Background: an optimization exercise with open tools, aiming at small area, a short achievable clock period and few clock cycles per item. Do not read the settings as production practice. Where RTL was checked, it was by simulation tests only, not by an equivalence proof against the original.

==> v37 <==
==> flow/design.v (excerpt) <==
module rgb_luma_range_compress_top (
  input  wire logic        clk,
  input  wire logic        rst_n,
  input  wire logic        in_tvalid,
  output logic             in_tready,
  input  wire logic [23:0] in_tdata,
  output logic             out_tvalid,
  input  wire logic        out_tready,
  output logic [23:0]      out_tdata
);
==> flow/config.mk <==
export PLATFORM = sky130hd
export DESIGN_NAME = rgb_luma_range_compress_top
export DESIGN_NICKNAME = rgb_luma_range_compress_top
export VERILOG_FILES = /design/flow/design.v
export SDC_FILE = /design/flow/constraint.sdc
export NUM_CORES = 4
export LEC_CHECK = 0
export CAP_MARGIN = 20
export CORE_MARGIN = 2
export CORE_UTILIZATION = 40
export SETUP_SLACK_MARGIN = 2.4
export SLEW_MARGIN = 20
==> flow/constraint.sdc <==
create_clock -name core_clock -period 7.0 [get_ports {clk}]
set_input_delay 1.4000 -clock core_clock [delete_from_list [all_inputs] [get_ports {clk}]]
set_output_delay 1.4000 -clock core_clock [all_outputs]
set_load 0.01 [all_outputs]
standard.sh (not shown) runs the stock make flow with config.mk's settings and CLKGATE_MAP_FILE= SYNTH_SCRIPT=/design/flow/synth_recipe.tcl, a recipe that flattens the netlist after the stock synthesis.
==> flow/flow/run.sh <==
#!/bin/bash
# Own layout flow: the standard ORFS flow (standard.sh) with three synthesis changes.
#  1. Yosys's "synth -run fine:" runs with -noabc, so the full adders that the RTL writes
#     through its function fa() reach extract_fa as written.
#  2. extract_fa only looks at the cells made from fa() (selected by their source line),
#     so the carry-propagate adders and the rest stay plain logic for ABC.
#  3. If flow/abc.script exists, ABC maps the logic with it instead of ORFS's script.
#  4. Half-adder cells are don't-use (dontuse.txt: the platform's list plus
#     sky130_fd_sc_hd__ha_*), so only full adders are extracted.
# Registers, their names and their cell types are those of the standard synthesis.
# make's output goes to make.log here; ORFS writes each step's log under orfs/logs.
set -euo pipefail
W=$PWD
LINE=$(grep -n 'function automatic logic \[1:0\] fa(' design.v | head -1 | cut -d: -f1)
{
  echo 'proc synth {args} {'
  echo '  if {[lsearch -exact $args "fine:"] >= 0} {'
  echo '    yosys synth -nofsm -noshare -noabc {*}$args'
  echo '  } else {'
  echo '    yosys synth -nofsm -noshare {*}$args'
  echo '  }'
  echo '}'
  if [[ -n "$LINE" ]]; then
    echo "proc extract_fa {args} { yosys extract_fa {*}\$args a:src=*design.v:$LINE.* }"
  fi
  if [[ -f flow/abc.script ]]; then
    # ABC runs flow/abc.script in place of the ORFS script (same arguments otherwise)
    echo "proc abc {args} { set i [lsearch -exact \$args -script]; if {\$i >= 0} { lset args [expr {\$i+1}] $W/flow/abc.script }; yosys abc {*}\$args }"
  fi
  tail -n +2 synth_recipe.tcl
} > my_synth.tcl
sed -e "s#SYNTH_SCRIPT=[^ ]*#SYNTH_SCRIPT=$W/my_synth.tcl#" standard.sh > my_standard.sh
DU="$(cat flow/dontuse.txt)"
EXTRA=()
if [[ -f flow/extra.mk ]]; then
  while read -r line; do [[ -n "$line" ]] && EXTRA+=("$line"); done < flow/extra.mk
fi
bash my_standard.sh "DONT_USE_CELLS=$DU" "${EXTRA[@]}" finish > make.log 2>&1
==> flow/flow/extra.mk <==
BUFFER_PORTS_ARGS=-buffer_cell sky130_fd_sc_hd__buf_1
Other scripts of this flow, unchanged in this note and not shown: flow/flow/abc.script, flow/flow/dontuse.txt
==> v19: changes against v37 <==
- SETUP_SLACK_MARGIN: 2.4 -> 2.6
- TNS_END_PERCENT: unset -> 40
==> v30: changes against v37 <==
- SETUP_SLACK_MARGIN: 2.4 -> unset
removed: flow/flow/extra.mk
==> notes <==
Sequential share of layout area: v19 < v37 < v30. Cell area, highest first: v19, v37, v30. v37 produced a clean layout. v30 completed with no timing, DRC or antenna violations. v19 went through all stages and came out clean. Clock skew: v30 < v19 < v37. Between v30 and v37, the lower critical path depth is in v37 (gap 1). First-iteration DRC count: v30 < v37 < v19.
Testbench counts of v37, summed over its fixed seeds: cycles 16,032, items 16,000.
Testbench counts of v19, summed over its fixed seeds: cycles 16,032, items 16,000.
Testbench counts of v30, summed over its fixed seeds: cycles 16,032, items 16,000.

* * *

==> run G: inputs <==
Starting RTL as in the previous note.
==> flow/config.mk <==
export PLATFORM = sky130hd
export DESIGN_NAME = rgb_luma_range_compress_top
export DESIGN_NICKNAME = rgb_luma_range_compress_top
export VERILOG_FILES = /design/flow/design.v
export SDC_FILE = /design/flow/constraint.sdc
export NUM_CORES = 4
export LEC_CHECK = 0
export CAP_MARGIN = 20
export CORE_MARGIN = 2
export CORE_UTILIZATION = 40
export SLEW_MARGIN = 20
==> flow/constraint.sdc <==
create_clock -name core_clock -period 7.0 [get_ports {clk}]
set_input_delay 1.4000 -clock core_clock [delete_from_list [all_inputs] [get_ports {clk}]]
set_output_delay 1.4000 -clock core_clock [all_outputs]
set_load 0.01 [all_outputs]
==> flow/flow/abc.script <==
&get -n
&st
&dch
&nf
&put
buffer -c
topo
stime -c
upsize -c
dnsize -c
==> flow/flow/dontuse.txt <==
sky130_fd_sc_hd__probe_p_8 sky130_fd_sc_hd__probec_p_8 sky130_fd_sc_hd__lpflow_bleeder_1 sky130_fd_sc_hd__lpflow_clkbufkapwr_1 sky130_fd_sc_hd__lpflow_clkbufkapwr_16 sky130_fd_sc_hd__lpflow_clkbufkapwr_2 sky130_fd_sc_hd__lpflow_clkbufkapwr_4 sky130_fd_sc_hd__lpflow_clkbufkapwr_8 sky130_fd_sc_hd__lpflow_clkinvkapwr_1 sky130_fd_sc_hd__lpflow_clkinvkapwr_16 sky130_fd_sc_hd__lpflow_clkinvkapwr_2 sky130_fd_sc_hd__lpflow_clkinvkapwr_4 sky130_fd_sc_hd__lpflow_clkinvkapwr_8 sky130_fd_sc_hd__lpflow_decapkapwr_12 sky130_fd_sc_hd__lpflow_decapkapwr_3 sky130_fd_sc_hd__lpflow_decapkapwr_4 sky130_fd_sc_hd__lpflow_decapkapwr_6 sky130_fd_sc_hd__lpflow_decapkapwr_8 sky130_fd_sc_hd__lpflow_inputiso0n_1 sky130_fd_sc_hd__lpflow_inputiso0p_1 sky130_fd_sc_hd__lpflow_inputiso1n_1 sky130_fd_sc_hd__lpflow_inputiso1p_1 sky130_fd_sc_hd__lpflow_inputisolatch_1 sky130_fd_sc_hd__lpflow_isobufsrc_1 sky130_fd_sc_hd__lpflow_isobufsrc_16 sky130_fd_sc_hd__lpflow_isobufsrc_2 sky130_fd_sc_hd__lpflow_isobufsrc_4 sky130_fd_sc_hd__lpflow_isobufsrc_8 sky130_fd_sc_hd__lpflow_isobufsrckapwr_16 sky130_fd_sc_hd__lpflow_lsbuf_lh_hl_isowell_tap_1 sky130_fd_sc_hd__lpflow_lsbuf_lh_hl_isowell_tap_2 sky130_fd_sc_hd__lpflow_lsbuf_lh_hl_isowell_tap_4 sky130_fd_sc_hd__lpflow_lsbuf_lh_isowell_4 sky130_fd_sc_hd__lpflow_lsbuf_lh_isowell_tap_1 sky130_fd_sc_hd__lpflow_lsbuf_lh_isowell_tap_2 sky130_fd_sc_hd__lpflow_lsbuf_lh_isowell_tap_4  sky130_fd_sc_hd__ha_1 sky130_fd_sc_hd__ha_2 sky130_fd_sc_hd__ha_4
==> flow/flow/extra.mk <==
BUFFER_PORTS_ARGS=-buffer_cell sky130_fd_sc_hd__buf_1
Scripts as last shown in full above: flow/flow/run.sh
==> run E (differences from run G) <==
--- a/flow/config.mk
+++ b/flow/config.mk
@@ -10,2 +10,3 @@
 export CORE_UTILIZATION = 40
+export SETUP_SLACK_MARGIN = 2.6
 export SLEW_MARGIN = 20
==> run R (differences from run G) <==
==> flow/flow/abc.script (replaced) <==
&get -n
&st
&dc2
&dch
&nf
&put
buffer -c
topo
stime -c
upsize -c
dnsize -c
--- a/flow/config.mk
+++ b/flow/config.mk
@@ -10,2 +10,3 @@
 export CORE_UTILIZATION = 40
+export SETUP_SLACK_MARGIN = 2.4
 export SLEW_MARGIN = 20
==> run H (differences from run G) <==
==> flow/flow/extra.mk (replaced) <==
BUFFER_PORTS_ARGS=-buffer_cell sky130_fd_sc_hd__buf_1
RECOVER_POWER=100
--- a/flow/config.mk
+++ b/flow/config.mk
@@ -10,2 +10,3 @@
 export CORE_UTILIZATION = 40
+export SETUP_SLACK_MARGIN = 2.4
 export SLEW_MARGIN = 20
==> summary.txt <==
metric	run G	run E	run R	run H
Post-layout worst setup margin	2.25 ns	2.66 ns	2.31 ns	2.01 ns
Num rows	61	61	60	61
Number of instances resized during post-cts repair	0	6	13	1
Violation count after the first detailed-route iteration	252	302	395	285
Global routing met2 resource utilization	28.2%	30.3%	28.7%	29.5%
Met3 wire length	787 um	997 um	1010 um	795 um
Result of the run	timing/DRC/antenna clean	timing/DRC/antenna clean	timing/DRC/antenna clean	failed layout checks
Layout check failures	-	-	-	capacitance limit, slew limit
Clock latency of the later-clocked register in the worst-skew pair	0.36 ns	0.35 ns	0.37 ns	0.35 ns
Total setup buffers inserted after CTS	0	47	52	23
Worst R2R Start	q_cb2[2]	q_cb2[3]	q_g[1]	q_r[2]
Max-slew violation count	0	0	0	69
Final non-filler cell total	1400	1491	1394	1468
Highest cell delay on the worst timing path	0.58 ns	0.58 ns	0.53 ns	0.83 ns
Portion of the clock cycle consumed by the worst path in the final layout	67.9%	62.0%	67.0%	71.3%
Vert. Die Dim	171 um	171 um	168 um	171 um
Router iterations before antenna repair	4	4	4	5
Unrepaired setup endpoints after global routing	false	true	true	false
Testbench counts of run G, summed over its fixed seeds: cycles 16,032, items 16,000.
Testbench counts of run E, summed over its fixed seeds: cycles 16,032, items 16,000.
Testbench counts of run R, summed over its fixed seeds: cycles 16,032, items 16,000.
Testbench counts of run H, summed over its fixed seeds: cycles 16,032, items 16,000.

* * *

==> inputs of 01-19 <==
rgb_luma_range_compress_top, a different RTL version from the one above (not shown whole).
==> flow/config.mk <==
export PLATFORM = sky130hd
export DESIGN_NAME = rgb_luma_range_compress_top
export DESIGN_NICKNAME = rgb_luma_range_compress_top
export VERILOG_FILES = /design/flow/design.v
export SDC_FILE = /design/flow/constraint.sdc
export NUM_CORES = 4
export LEC_CHECK = 0
export CAP_MARGIN = 20
export CORE_MARGIN = 2
export CORE_UTILIZATION = 40
export SETUP_SLACK_MARGIN = 3.0
export SLEW_MARGIN = 20
==> flow/constraint.sdc <==
create_clock -name core_clock -period 7.0 [get_ports {clk}]
set_input_delay 1.4000 -clock core_clock [delete_from_list [all_inputs] [get_ports {clk}]]
set_output_delay 1.4000 -clock core_clock [all_outputs]
set_load 0.01 [all_outputs]
==> flow/flow/run.sh <==
#!/bin/bash
# Own layout flow: the standard ORFS flow (standard.sh) with three synthesis changes.
#  1. Yosys's "synth -run fine:" runs with -noabc, so the full adders that the RTL writes
#     through its function fa() reach extract_fa as written.
#  2. extract_fa only looks at the cells made from fa() (selected by their source line),
#     so the carry-propagate adders and the rest stay plain logic for ABC.
#  3. Half-adder cells are don't-use (dontuse.txt: the platform's list plus
#     sky130_fd_sc_hd__ha_*), so only full adders are extracted.
# Registers, their names and their cell types are those of the standard synthesis.
# make's output goes to make.log here; ORFS writes each step's log under orfs/logs.
set -euo pipefail
W=$PWD
LINE=$(grep -n 'function automatic logic \[1:0\] fa(' design.v | head -1 | cut -d: -f1)
{
  echo 'proc synth {args} {'
  echo '  if {[lsearch -exact $args "fine:"] >= 0} {'
  echo '    yosys synth -nofsm -noshare -noabc {*}$args'
  echo '  } else {'
  echo '    yosys synth -nofsm -noshare {*}$args'
  echo '  }'
  echo '}'
  if [[ -n "$LINE" ]]; then
    echo "proc extract_fa {args} { yosys extract_fa {*}\$args a:src=*design.v:$LINE.* }"
  fi
  tail -n +2 synth_recipe.tcl
} > my_synth.tcl
sed -e "s#SYNTH_SCRIPT=[^ ]*#SYNTH_SCRIPT=$W/my_synth.tcl#" standard.sh > my_standard.sh
DU="$(cat flow/dontuse.txt)"
EXTRA=()
if [[ -f flow/extra.mk ]]; then
  while read -r line; do [[ -n "$line" ]] && EXTRA+=("$line"); done < flow/extra.mk
fi
bash my_standard.sh "DONT_USE_CELLS=$DU" "${EXTRA[@]}" finish > make.log 2>&1
Scripts as last shown in full above: flow/flow/dontuse.txt
==> 12-06: changes against 01-19 <==
SETUP_SLACK_MARGIN = unset   (was 3.0)
==> notes <==
01-19 produced a clean layout. 12-06 went through all stages and came out clean.
In area after synthesis, 01-19 and 12-06 do not differ.
Of 01-19 and 12-06, 12-06 has the higher sequential share of layout area (gap 2.4 points).
Against 12-06, the fmax of 01-19 is higher by 22%.
In 12-06 the register-to-register slack is worse than in 01-19, by 0.31 ns.
Of 12-06 and 01-19, 01-19 has the higher worst setup slack (gap 0.96 ns).
No run of this note included a check of the RTL's function; only the layout flow was run.

* * *

==> trial 76: inputs <==
rgb_luma_range_compress_top with an RTL version that a note above also has.
export LEC_CHECK = 0
export CAP_MARGIN = 5
export CORE_MARGIN = 2
export CORE_UTILIZATION = 40
export SETUP_SLACK_MARGIN = 2.4
export SLEW_MARGIN = 5
create_clock -name core_clock -period 7.0 [get_ports {clk}]
==> flow/flow/run.sh <==
#!/bin/bash
# Own layout flow: the standard ORFS flow (standard.sh) with three synthesis changes.
#  1. Yosys's "synth -run fine:" runs with -noabc, so the full adders that the RTL writes
#     through its function fa() reach extract_fa as written.
#  2. extract_fa only looks at the cells made from fa() (selected by their source line),
#     so the carry-propagate adders and the rest stay plain logic for ABC.
#  3. If flow/abc.script exists, ABC maps the logic with it instead of ORFS's script.
#  4. Half-adder cells are don't-use (dontuse.txt: the platform's list plus
#     sky130_fd_sc_hd__ha_*), so only full adders are extracted.
# Registers, their names and their cell types are those of the standard synthesis.
# make's output goes to make.log here; ORFS writes each step's log under orfs/logs.
set -euo pipefail
W=$PWD
LINE=$(grep -n 'function automatic logic \[1:0\] fa(' design.v | head -1 | cut -d: -f1)
{
  echo 'proc synth {args} {'
  echo '  if {[lsearch -exact $args "fine:"] >= 0} {'
  echo '    yosys synth -nofsm -noshare -noabc {*}$args'
  echo '  } else {'
  echo '    yosys synth -nofsm -noshare {*}$args'
  echo '  }'
  echo '}'
  if [[ -n "$LINE" ]]; then
    echo "proc extract_fa {args} { yosys extract_fa {*}\$args a:src=*design.v:$LINE.* }"
  fi
  if [[ -f flow/abc.script ]]; then
    # ABC runs flow/abc.script in place of the ORFS script (same arguments otherwise)
    echo "proc abc {args} { set i [lsearch -exact \$args -script]; if {\$i >= 0} { lset args [expr {\$i+1}] $W/flow/abc.script }; yosys abc {*}\$args }"
  fi
  tail -n +2 synth_recipe.tcl
} > my_synth.tcl
sed -e "s#SYNTH_SCRIPT=[^ ]*#SYNTH_SCRIPT=$W/my_synth.tcl#" standard.sh > my_standard.sh
DU="$(cat flow/dontuse.txt)"
EXTRA=()
if [[ -f flow/extra.mk ]]; then
  while read -r line; do [[ -n "$line" ]] && EXTRA+=("$line"); done < flow/extra.mk
fi
bash my_standard.sh "DONT_USE_CELLS=$DU" "${EXTRA[@]}" finish > make.log 2>&1
==> flow/flow/abc.script <==
&get -n
&st
&dch
&nf
&put
buffer -c
topo
stime -c
upsize -c
dnsize -c
==> flow/flow/extra.mk <==
BUFFER_PORTS_ARGS=-buffer_cell sky130_fd_sc_hd__buf_1
Scripts as last shown in full above: flow/flow/dontuse.txt
==> build 30: changes against trial 76 <==
- CAP_MARGIN: 5 -> 20
- SETUP_SLACK_MARGIN: 2.4 -> 3.0
- SLEW_MARGIN: 5 -> 20
removed: flow/flow/extra.mk
==> build 39: changes against trial 76 <==
- CAP_MARGIN: 5 -> 20
- CORE_UTILIZATION: 40 -> 50
- PLACE_DENSITY: default -> 0.65
- SLEW_MARGIN: 5 -> 20
==> trial 31: changes against trial 76 <==
- CAP_MARGIN: 5 -> 20
- SETUP_SLACK_MARGIN: 2.4 -> 2.2
- SLEW_MARGIN: 5 -> 20
==> summary of the runs <==
In trial 31 the maximum frequency is lower than in build 39, by 1.8%.
In count of clock-buffer cells in the layout, build 39 and trial 31 do not differ.
Hold slack: trial 76 < build 30 < trial 31 < build 39.
In synthesized cell count, trial 31 and build 30 do not differ.
The lowest non-clock buffer count belongs to trial 31, the highest to build 30.
Of trial 76 and build 30, build 30 has the higher global-route usage (gap 1.4 points).
Testbench counts of trial 76, summed over its fixed seeds: cycles 16,032, items 16,000.
Testbench counts of build 30, summed over its fixed seeds: cycles 16,032, items 16,000.
Testbench counts of build 39, summed over its fixed seeds: cycles 16,032, items 16,000.
Testbench counts of trial 31, summed over its fixed seeds: cycles 16,032, items 16,000.

==> separate check: timing with driven ports <==
In the flow no input, the clock included, has a driving cell. The finished layouts below were timed again as built, in two steps.
Step 1 assumes that a clkbuf_16 drives the clock port and a buf_2 every other input.
Step 2 also shifts input and output timing later by t, the mid clock arrival at the registers, as if the neighbouring blocks saw the same clock.
Three values: ideal, step 1, step 2; two values: the first two.
| run | t (ns) | slack for setup (ns) | cell pins on the clock port's net |
|---|---|---|---|
| v37 | 0.392 | 2.588 / 2.588 / 2.588 | 1 |
| v19 | 0.393 | 2.560 / 2.560 / 2.560 | 1 |
| v30 | 0.396 | 2.229 / 2.229 / 2.229 | 1 |
| run G | 0.401 | 2.246 / 2.246 / 2.246 | 1 |
| run E | 0.391 | 2.663 / 2.663 / 2.663 | 1 |
| run R | 0.404 | 2.311 / 2.311 / 2.311 | 1 |
| run H | 0.392 | 2.011 / 2.011 / 1.652 | 1 |
| 01-19 | 0.472 | 2.645 / 2.619 / 2.439 | 1 |
| 12-06 | 0.468 | 1.688 / 1.637 / 1.495 | 1 |
| trial 76 | 0.392 | 2.588 / 2.588 / 2.588 | 1 |
| build 30 | 0.395 | 2.625 / 2.625 / 2.625 | 1 |
| build 39 | 0.394 | 2.534 / 2.534 / 2.534 | 1 |
| trial 31 | 0.389 | 2.451 / 2.451 / 2.451 | 1 |
The setup slack of run H, which loses most, moves by 0.000 ns with the drivers and by -0.359 ns with both steps.
